Context: an optimization exercise on an open-source flow, tuned for small area. The choices shown serve that exercise and are no tape-out recipe. Only simulation tests tie the RTL to the original design; equivalence was not proved. Power figures rest on the tool's default switching activity, not on a simulated workload.

Design vmem_accum_seq, start of the top module:
module vmem_accum_seq #(
  parameter int ADDR_W = 32,
  parameter int DATA_W = 32,
  parameter int LEN_W  = 11
) (
  input  logic              clk,
  input  logic              reset,
  input  logic              start,
  input  logic              op,
  input  logic [ADDR_W-1:0] src_a,
  input  logic [ADDR_W-1:0] src_b,
  input  logic [ADDR_W-1:0] dst,
  input  logic [LEN_W-1:0]  len,
  input  logic              reduce,
  output logic              busy,
  output logic              done,
  output logic [ADDR_W-1:0] vm_addr_a,
  output logic [ADDR_W-1:0] vm_addr_b,
  output logic [ADDR_W-1:0] vm_addr_c,
  output logic [DATA_W-1:0] vm_wd,
  output logic              vm_we,
  input  logic [DATA_W-1:0] vm_rv_a,
  input  logic [DATA_W-1:0] vm_rv_b
);
Size in the first run: about 1500 cells after synthesis, ~310 I/O pins, about 0.016 mm² of cells after synthesis.
==> flow/config.mk <==
export PLATFORM = sky130hd
export DESIGN_NAME = vmem_accum_seq
export DESIGN_NICKNAME = vmem_accum_seq
export VERILOG_FILES = /design/flow/design.v
export SDC_FILE = /design/flow/constraint.sdc
export NUM_CORES = 4
export LEC_CHECK = 0
export ABC_AREA = 1
export CAP_MARGIN = 20
export CORE_MARGIN = 2
export CORE_UTILIZATION = 40
export SLEW_MARGIN = 20
==> flow/constraint.sdc <==
create_clock -name core_clock -period 12.5 [get_ports {clk}]
set_input_delay 2.5000 -clock core_clock [delete_from_list [all_inputs] [get_ports {clk}]]
set_output_delay 2.5000 -clock core_clock [all_outputs]
set_load 0.01 [all_outputs]
standard.sh (not shown) runs the stock make flow with config.mk's settings and CLKGATE_MAP_FILE= SYNTH_SCRIPT=/design/flow/synth_recipe.tcl, a recipe that flattens the netlist after the stock synthesis.
==> flow/flow/run.sh <==
#!/bin/bash
# Standard ORFS flow with three changes:
#  - after the standard synthesis, the combinational logic between the registers,
#    full adders and half adders is mapped again by ABC (flow/remap.abc); the
#    registers, full adders and half adders are kept as they are;
#  - flow/fixfa.py then moves inverters off full-adder and XOR pins (full adders
#    are self-dual);
#  - the port buffers that global placement inserts use sky130_fd_sc_hd__buf_1.
set -euo pipefail
R=orfs/results/${FLOW_PLATFORM}/vmem_accum_seq/base
LIB=${FLOW_HOME}/platforms/sky130hd/lib/sky130_fd_sc_hd__tt_025C_1v80.lib
bash standard.sh synth > synth.log 2>&1
cp $R/1_2_yosys.v $R/1_2_yosys.std.v
yosys -l remap.log -p "read_liberty -ignore_miss_func $LIB; read_verilog $R/1_2_yosys.std.v; hierarchy -top $FLOW_TOP; blackbox sky130_fd_sc_hd__fa_* sky130_fd_sc_hd__ha_* sky130_fd_sc_hd__df* sky130_fd_sc_hd__edf* sky130_fd_sc_hd__sdf* sky130_fd_sc_hd__dl* sky130_fd_sc_hd__conb_1; flatten; opt_clean -purge; abc -liberty $LIB -dont_use sky130_fd_sc_hd__probe_p_8 -dont_use sky130_fd_sc_hd__probec_p_8 -dont_use sky130_fd_sc_hd__lpflow_bleeder_1 -dont_use sky130_fd_sc_hd__lpflow_clkbufkapwr_1 -dont_use sky130_fd_sc_hd__lpflow_clkbufkapwr_16 -dont_use sky130_fd_sc_hd__lpflow_clkbufkapwr_2 -dont_use sky130_fd_sc_hd__lpflow_clkbufkapwr_4 -dont_use sky130_fd_sc_hd__lpflow_clkbufkapwr_8 -dont_use sky130_fd_sc_hd__lpflow_clkinvkapwr_1 -dont_use sky130_fd_sc_hd__lpflow_clkinvkapwr_16 -dont_use sky130_fd_sc_hd__lpflow_clkinvkapwr_2 -dont_use sky130_fd_sc_hd__lpflow_clkinvkapwr_4 -dont_use sky130_fd_sc_hd__lpflow_clkinvkapwr_8 -dont_use sky130_fd_sc_hd__lpflow_decapkapwr_12 -dont_use sky130_fd_sc_hd__lpflow_decapkapwr_3 -dont_use sky130_fd_sc_hd__lpflow_decapkapwr_4 -dont_use sky130_fd_sc_hd__lpflow_decapkapwr_6 -dont_use sky130_fd_sc_hd__lpflow_decapkapwr_8 -dont_use sky130_fd_sc_hd__lpflow_inputiso0n_1 -dont_use sky130_fd_sc_hd__lpflow_inputiso0p_1 -dont_use sky130_fd_sc_hd__lpflow_inputiso1n_1 -dont_use sky130_fd_sc_hd__lpflow_inputiso1p_1 -dont_use sky130_fd_sc_hd__lpflow_inputisolatch_1 -dont_use sky130_fd_sc_hd__lpflow_isobufsrc_1 -dont_use sky130_fd_sc_hd__lpflow_isobufsrc_16 -dont_use sky130_fd_sc_hd__lpflow_isobufsrc_2 -dont_use sky130_fd_sc_hd__lpflow_isobufsrc_4 -dont_use sky130_fd_sc_hd__lpflow_isobufsrc_8 -dont_use sky130_fd_sc_hd__lpflow_isobufsrckapwr_16 -dont_use sky130_fd_sc_hd__lpflow_lsbuf_lh_hl_isowell_tap_1 -dont_use sky130_fd_sc_hd__lpflow_lsbuf_lh_hl_isowell_tap_2  -script flow/remap.abc -D 4000; opt_clean -purge; rename -hide w:*.*; opt_clean -purge; hilomap -singleton -hicell sky130_fd_sc_hd__conb_1 HI -locell sky130_fd_sc_hd__conb_1 LO; splitnets; opt_clean -purge; insbuf -buf sky130_fd_sc_hd__buf_1 A X; stat -liberty $LIB; write_verilog -noattr -noexpr -nohex -nodec $R/1_2_yosys.remap.v" > /dev/null
python3 flow/fixfa.py $R/1_2_yosys.remap.v $R/1_2_yosys.v > fixfa.log 2>&1
rm -f $R/1_synth.odb $R/1_synth.sdc
bash standard.sh "BUFFER_PORTS_ARGS=-buffer_cell sky130_fd_sc_hd__buf_1" finish > layout.log 2>&1
Other scripts of this flow, unchanged in this note and not shown: flow/flow/fixfa.py, flow/flow/remap.abc
The first run finished clean.
Next try:
--- a/flow/config.mk
+++ b/flow/config.mk
@@ -10,3 +10,4 @@
 export CORE_MARGIN = 2
 export CORE_UTILIZATION = 40
+export CTS_BUF_LIST = sky130_fd_sc_hd__clkbuf_4 sky130_fd_sc_hd__clkbuf_8
 export SLEW_MARGIN = 20
Outcome: Final area goes down by 0.52%; setup slack is about the same; wire length is about the same; worst hold slack gains 4.6 ps; critical path depth does not change; sequential power is about the same; flip-flop and latch count stays the same.

==> re-timing with driven ports <==
In the flow no input, the clock included, has a driving cell. The finished layouts below were timed again as built, in two steps. Step 1, drivers: a clkbuf_16 drives clk and a buf_2 each remaining input, both assumed. Step 2 times the ports against the registers' clock, not the clock port: input delays grow and output delays shrink by t, the midpoint of the rising clock arrivals with the driver on. Slacks: no drivers / after step 1 / after step 2; pairs: no drivers / after step 1.
run | t (ns) | setup slack, ns | clock arrival spread, ns | pins driven straight from the clock port
the first run | 0.400 | 0.577 / 0.519 / 0.519 | 0.017 / 0.017 | 1
the second run | 0.427 | 0.579 / 0.524 / 0.524 | 0.026 / 0.027 | 1
After both steps every run listed still meets setup and hold. For the first run, which loses most, drivers alone change the setup slack by -0.058 ns; drivers and shift together by -0.058 ns.
